Background: an optimization exercise with open tools, aiming at small area and a short achievable clock period. Do not read the settings as production practice. Function was checked by simulation only, so behaviour that the tests miss may differ from the original. The clock port is modelled as an ideal driver; clocking choices that lean on that would not hold on a real chip. No activity file was given, so power comes from the tool's default toggle rates.

## pe_dot_unit
module pe_dot_unit (
  input  logic                clock,
  input  logic                i_arst_n,
  input  logic [7:0][7:0]     i_feature,
  input  logic [7:0][7:0]     i_filter,
  output logic signed [17:0]  o_result
);
For scale: ~1500 cells after synthesis, roughly 21000 µm² of cells after synthesis.
==> flow/config.mk <==
export PLATFORM = sky130hd
export DESIGN_NAME = pe_dot_unit
export DESIGN_NICKNAME = pe_dot_unit
export VERILOG_FILES = /design/flow/design.v
export SDC_FILE = /design/flow/constraint.sdc
export NUM_CORES = 4
export LEC_CHECK = 0
export CAP_MARGIN = 20
export CORE_MARGIN = 2
export CORE_UTILIZATION = 40
export CTS_CLUSTER_DIAMETER = 100
export CTS_CLUSTER_SIZE = 26
export SETUP_SLACK_MARGIN = 2.7
export SLEW_MARGIN = 20
export SYNTH_HIERARCHICAL = 1
export SYNTH_MINIMUM_KEEP_SIZE = 0
export BUFFER_PORTS_ARGS = -buffer_cell sky130_fd_sc_hd__buf_1
==> flow/constraint.sdc <==
create_clock -name core_clock -period 4.7 [get_ports {clock}]
set_input_delay 0.9400 -clock core_clock [delete_from_list [all_inputs] [get_ports {clock}]]
set_output_delay 0.9400 -clock core_clock [all_outputs]
set_load 0.01 [all_outputs]
standard.sh (not shown) runs the stock make flow with config.mk's settings and CLKGATE_MAP_FILE= SYNTH_SCRIPT=/design/flow/synth_recipe.tcl, a recipe that flattens the netlist after the stock synthesis.
==> flow/flow/run.sh <==
#!/bin/bash
# Layout flow: the standard flow, with the port buffers that the
# standard flow inserts made the smallest plain buffer (buf_1) instead of
# clkdlybuf4s50_1; timing repair may still resize them.
set -e
cd "$(dirname "$0")/.."
{
  echo "== standard.sh"; cat standard.sh
  echo "== config.mk (as given)"; cat config.mk
} > flow_inputs.log 2>&1
echo 'export BUFFER_PORTS_ARGS = -buffer_cell sky130_fd_sc_hd__buf_1' >> config.mk
bash standard.sh > standard.log 2>&1
The first run completed without violations.
Rerun with:
- SETUP_SLACK_MARGIN: 2.7 -> 2.6
Synthesized cell count does not change.
Total power came out lower by 2.1%.
Cell area goes down by 4.0%.
Hold slack improves by 0.022 ns.
Non-clock buffer count shrinks by 52.
Clock-buffer cell count does not change.
Synthesized area does not change.
Cell count went down by 2.3%.
Die area stays the same.
Clock skew stays flat.
Rerun with:
==> flow/run.sh (new file) <==
#!/bin/bash
# synth_recipe.tcl (not shown) runs the flow's synth.tcl, then flattens the netlist and writes it again
# the make line also repeats each setting of config.mk as NAME=value (left out here)
make -C /OpenROAD-flow-scripts/flow DESIGN_CONFIG=/design/flow/config.mk WORK_HOME=/design/flow/orfs CLKGATE_MAP_FILE= SYNTH_SCRIPT=/design/flow/synth_recipe.tcl finish
- BUFFER_PORTS_ARGS: -buffer_cell sky130_fd_sc_hd__buf_1 -> not set
- CTS_CLUSTER_DIAMETER: 100 -> not set
- CTS_CLUSTER_SIZE: 26 -> not set
removed: flow/flow/run.sh
removed: flow/standard.sh
The new run completed with no timing, DRC or antenna violations.
Global-route usage grows by 0.45 points.
Design area grows by 7.6%.
Utilization grows by 3.4 points.
Routed wire length grows by 2.0%.
Via count grows by 1.3%.
Cell count grows by 2.3%.
Combinational power shrinks by 2.5%.
Maximum frequency shrinks by 0.59%.
Rerun with:
- CTS_CLUSTER_DIAMETER: not set -> 100
- CTS_CLUSTER_SIZE: not set -> 30
The changed run completed with no timing, DRC or antenna violations.
First-iteration DRC count goes down by 1.8%.
Non-clock buffer count stays the same.
Via count shrinks by 1.5%.
Setup slack improves by 0.020 ns.
Worst hold slack hardly moves.
Power falls by 9.0%.
Core utilization went down by 1.9 points.
Global-route usage decreases by 0.50 points.
Routed wire length falls by 1.8%.
Combinational power barely changes.

========
## run 1
pe_dot_unit, a different RTL version from the one above (not shown whole).
Size: about 1,500 cells after synthesis, ~400 flip-flops, about 20,000 um2 of cells after synthesis.
==> flow/design.v (excerpt) <==
module pe_dot_unit (
  input  logic                clock,
  input  logic                i_arst_n,
  input  logic [7:0][7:0]     i_feature,
  input  logic [7:0][7:0]     i_filter,
  output logic signed [17:0]  o_result
);
==> flow/config.mk <==
export PLATFORM = sky130hd
export DESIGN_NAME = pe_dot_unit
export DESIGN_NICKNAME = pe_dot_unit
export VERILOG_FILES = /design/flow/design.v
export SDC_FILE = /design/flow/constraint.sdc
export NUM_CORES = 4
export LEC_CHECK = 0
export CAP_MARGIN = 20
export CORE_MARGIN = 2
export CORE_UTILIZATION = 40
export CTS_CLUSTER_DIAMETER = 100
export CTS_CLUSTER_SIZE = 26
export HOLD_SLACK_MARGIN = 0.1
export SETUP_SLACK_MARGIN = 2.6
export SLEW_MARGIN = 20
export SYNTH_HIERARCHICAL = 1
export SYNTH_MINIMUM_KEEP_SIZE = 0
export BUFFER_PORTS_ARGS = -buffer_cell sky130_fd_sc_hd__buf_1
export POST_CTS_TCL = /design/flow/flow/skew.tcl
export SKEW_SPEC = 2 0.64 3 1.27 4 1.30 5 0.61
export SKEW_GROUP = 24
export SKIP_CTS_REPAIR_TIMING = 1
export REMOVE_ABC_BUFFERS = 1
==> flow/constraint.sdc <==
create_clock -name core_clock -period 4.7 [get_ports {clock}]
set_input_delay 0.9400 -clock core_clock [delete_from_list [all_inputs] [get_ports {clock}]]
set_output_delay 0.9400 -clock core_clock [all_outputs]
set_load 0.01 [all_outputs]
==> flow/flow/run.sh <==
#!/bin/bash
set -e
cd "$(dirname "$0")/.."
W=$(pwd)
{
  echo "export BUFFER_PORTS_ARGS = -buffer_cell sky130_fd_sc_hd__buf_1"
  echo "export POST_CTS_TCL = $W/flow/skew.tcl"
  echo "export SKEW_SPEC = 2 0.64 3 1.27 4 1.30 5 0.61"
  echo "export SKEW_GROUP = 24"
  echo "export SKIP_CTS_REPAIR_TIMING = 1"
  echo "export REMOVE_ABC_BUFFERS = 1"
} >> config.mk
bash standard.sh > standard.log 2>&1
Other scripts of this flow, unchanged in this note and not shown: flow/flow/skew.tcl
Run 1 went all the way through the flow, and no timing, DRC or antenna check failed.
The following lists how run 2 was set up differently from run 1:
Settings: SKEW_SPEC now 2 0.82 3 1.52 4 1.62 5 1.01, was 2 0.64 3 1.27 4 1.30 5 0.61; SETUP_SLACK_MARGIN now 2.75, was 2.6; HOLD_SLACK_MARGIN now 0.2, was 0.1.
--- a/flow/flow/run.sh
+++ b/flow/flow/run.sh
@@ -6,5 +6,5 @@
   echo "export BUFFER_PORTS_ARGS = -buffer_cell sky130_fd_sc_hd__buf_1"
   echo "export POST_CTS_TCL = $W/flow/skew.tcl"
-  echo "export SKEW_SPEC = 2 0.64 3 1.27 4 1.30 5 0.61"
+  echo "export SKEW_SPEC = 2 0.82 3 1.52 4 1.62 5 1.01"
   echo "export SKEW_GROUP = 24"
   echo "export SKIP_CTS_REPAIR_TIMING = 1"
==> run notes <==
Maximum frequency, run 2 vs run 1: up by a few percent
Run 1 → run 2: utilization of the core after routing has increased; time the final worst path needs with I/O delays and setup fell by 140 ps.
| slack of the worst reg-to-reg path | run 2 vs run 1 | 140 ps higher |
Compared with run 1, run 2 shows a higher via count of the first global-routing pass.
The global-route wire length before repair of run 1 and that of run 2 are within noise of each other.
Relative to run 1, share of total power in the clock network decreased by 0.5 points in run 2.
Run 2 vs run 1, capture point of the critical path: fs_1135_q3 vs fs_693_q2
Run 2 vs. run 1: data arrival time of the critical path increased by 750 ps relative to the old numbers, cell area now larger, count of placed standard cells in the final layout, fillers left out rose 1.7%, wire length on met2 held.
What run 3 does differently from run 2 at the input level:
Settings: a change of SETUP_SLACK_MARGIN from 2.75 to 2.7.
==> comparison <==
Fmax: run 3 above run 2. Via-per-instance ratio of run 2 is on par with run 3. Transition time at the pin with the least slew margin is higher on run 2. Minimum setup slack among reg-to-reg paths (lower): run 2. On share of power burned in the clock network, run 2 and run 3 are basically level. Run 3 vs. run 2: sequential cell fraction of total power went up, final critical-path required period went down, worst setup margin went up.
Changes in run 4 relative to run 3:
Settings: swapping 0.2 for 0.1 in HOLD_SLACK_MARGIN; swapping 2.7 for 2.6 in SETUP_SLACK_MARGIN; swapping 2 0.82 3 1.52 4 1.62 5 1.01 for 2 0.41 3 0.88 4 0.91 in SKEW_SPEC.
--- a/flow/flow/run.sh
+++ b/flow/flow/run.sh
@@ -6,5 +6,5 @@
   echo "export BUFFER_PORTS_ARGS = -buffer_cell sky130_fd_sc_hd__buf_1"
   echo "export POST_CTS_TCL = $W/flow/skew.tcl"
-  echo "export SKEW_SPEC = 2 0.82 3 1.52 4 1.62 5 1.01"
+  echo "export SKEW_SPEC = 2 0.41 3 0.88 4 0.91"
   echo "export SKEW_GROUP = 24"
   echo "export SKIP_CTS_REPAIR_TIMING = 1"
==> run notes <==
- Each of the runs, namely run 3 and run 4, reached the end of the flow and came out clean.
- The cell type of the slowest stage on the worst timing path comes out dfrtp_1 in one run and fa_2 in the other, namely in run 3 and run 4 respectively.
- Run 3 consumes more power than run 4.
- Comparing clock power share for run 3 and run 4, the smaller number came from run 4.
- ~same global routing met1 resource utilization in run 3 and run 4
- On run 4: maximum operating frequency is about 8% lower than what run 3 gave.
- Per the comparison of run 4 with run 3, minimum clock period increased by 170 ps relative to the old numbers, first-iteration DRC count picked up an extra 5.1%, total routing resource utilization after global routing has remained practically unchanged, fraction of the cycle the final worst path needs rose by 3.7 points, area used by sequential logic in the layout increased by 3.1% relative to the old numbers.
- From run 3 to run 4 the numbers moved as follows: worst hold slack fell by 71 ps, cell depth of the worst hold path fell by 1.

========
== rev 12 ==
Starting RTL as in the previous note.
Settings: LEC_CHECK=0, CAP_MARGIN=20, CORE_MARGIN=2, CORE_UTILIZATION=40, CTS_CLUSTER_DIAMETER=100, CTS_CLUSTER_SIZE=26, HOLD_SLACK_MARGIN=0.2, SETUP_SLACK_MARGIN=2.65, SLEW_MARGIN=20, SYNTH_HIERARCHICAL=1, SYNTH_MINIMUM_KEEP_SIZE=0, BUFFER_PORTS_ARGS=-buffer_cell sky130_fd_sc_hd__buf_1, POST_CTS_TCL=/design/flow/flow/skew.tcl, SKEW_SPEC=2 0.82 3 1.52 4 1.62 5 1.01, SKEW_GROUP=24, SKIP_CTS_REPAIR_TIMING=1, REMOVE_ABC_BUFFERS=1; clock period 4.7 ns.
==> flow/flow/run.sh <==
#!/bin/bash
set -e
cd "$(dirname "$0")/.."
W=$(pwd)
{
  echo "export BUFFER_PORTS_ARGS = -buffer_cell sky130_fd_sc_hd__buf_1"
  echo "export POST_CTS_TCL = $W/flow/skew.tcl"
  echo "export SKEW_SPEC = 2 0.82 3 1.52 4 1.62 5 1.01"
  echo "export SKEW_GROUP = 24"
  echo "export SKIP_CTS_REPAIR_TIMING = 1"
  echo "export REMOVE_ABC_BUFFERS = 1"
} >> config.mk
bash standard.sh > standard.log 2>&1
Other scripts of this flow, unchanged in this note and not shown: flow/flow/skew.tcl
Both conditions hold for rev 12: the flow ran to the end and the final layout passed the timing, design-rule and antenna checks.
Inputs modified between rev 12 and rev 13:
Settings: SKEW_SPEC now 2 0.50 3 1.03 4 1.16 5 0.29, was 2 0.82 3 1.52 4 1.62 5 1.01; SETUP_SLACK_MARGIN now 2.7, was 2.65; HOLD_SLACK_MARGIN now 0.1, was 0.2.
--- a/flow/flow/run.sh
+++ b/flow/flow/run.sh
@@ -7,3 +7,3 @@
   echo "export POST_CTS_TCL = $W/flow/skew.tcl"
-  echo "export SKEW_SPEC = 2 0.82 3 1.52 4 1.62 5 1.01"
+  echo "export SKEW_SPEC = 2 0.50 3 1.03 4 1.16 5 0.29"
   echo "export SKEW_GROUP = 24"
Findings:
Part of the total power dissipated in combinational logic, rev 13 and rev 12: lower on rev 13
Rev 12 has a lower maximum fanout along the worst path than rev 13.
Comparing rev 13 with rev 12, the met3 track utilization from global routing came out essentially unchanged.
The overall routing resource usage on rev 13 is in line with that on rev 12.
Of rev 13 and rev 12, rev 12 shows the lower switching part of the total, with rev 13 above it.
Relative to rev 12, the worst supply voltage drop on vdd measured on rev 13 has decreased slightly.
Rev 13 vs. rev 12: via count of the first global-routing pass level; sequential portion of the cell area +0.73 points.

==> separate check: timing with driven ports <==
The flow's constraints put no driver on any port. The routed layouts listed below were extracted and timed again, unchanged, in two steps.
Step 1: set_driving_cell puts a clkbuf_16 on clock and a buf_2 on each other input, an assumption about the parent block.
Step 2, shift: input delay + t, output delay - t, t = (earliest + latest rising clock arrival at the registers) / 2. This alone moves slack from input paths to output paths.
Three values: no drivers, after step 1, after step 2; two values: the first two.
| run | t, ns | setup WS [ns] | clock arrival spread, ns | worst register clock-pin slew, ns | pins driven straight from the clock port |
|---|---|---|---|---|---|
| the first run of note 1 | 0.639 | 2.661 / 2.631 / 2.661 | 0.031 / 0.031 | 0.11 / 0.11 | 1 |
| the second run of note 1 | 0.631 | 2.620 / 2.620 / 2.620 | 0.031 / 0.031 | 0.11 / 0.11 | 1 |
| the third run of note 1 | 0.648 | 2.608 / 2.608 / 2.421 | 0.024 / 0.024 | 0.07 / 0.07 | 1 |
| the fourth run of note 1 | 0.623 | 2.628 / 2.628 / 2.433 | 0.033 / 0.033 | 0.11 / 0.11 | 1 |
| run 1 | 1.266 | 2.585 / 2.585 / 2.083 | 1.404 / 1.404 | 0.10 / 0.10 | 1 |
| run 2 | 1.401 | 2.721 / 2.671 / 1.955 | 1.677 / 1.677 | 0.10 / 0.10 | 1 |
| run 3 | 1.401 | 2.728 / 2.670 / 1.961 | 1.676 / 1.677 | 0.10 / 0.10 | 1 |
| run 4 | 1.063 | 2.555 / 2.555 / 2.301 | 0.994 / 0.994 | 0.10 / 0.10 | 1 |
| rev 12 | 1.395 | 2.700 / 2.669 / 1.968 | 1.661 / 1.661 | 0.10 / 0.10 | 1 |
| rev 13 | 1.157 | 2.662 / 2.662 / 2.214 | 1.186 / 1.186 | 0.10 / 0.10 | 1 |
Clock arrivals are far apart in 6 of these runs, so t is only a midpoint there and step 2 fits no single register. The setup slack of run 3, which loses most, moves by -0.058 ns with the drivers and by -0.767 ns with both steps.
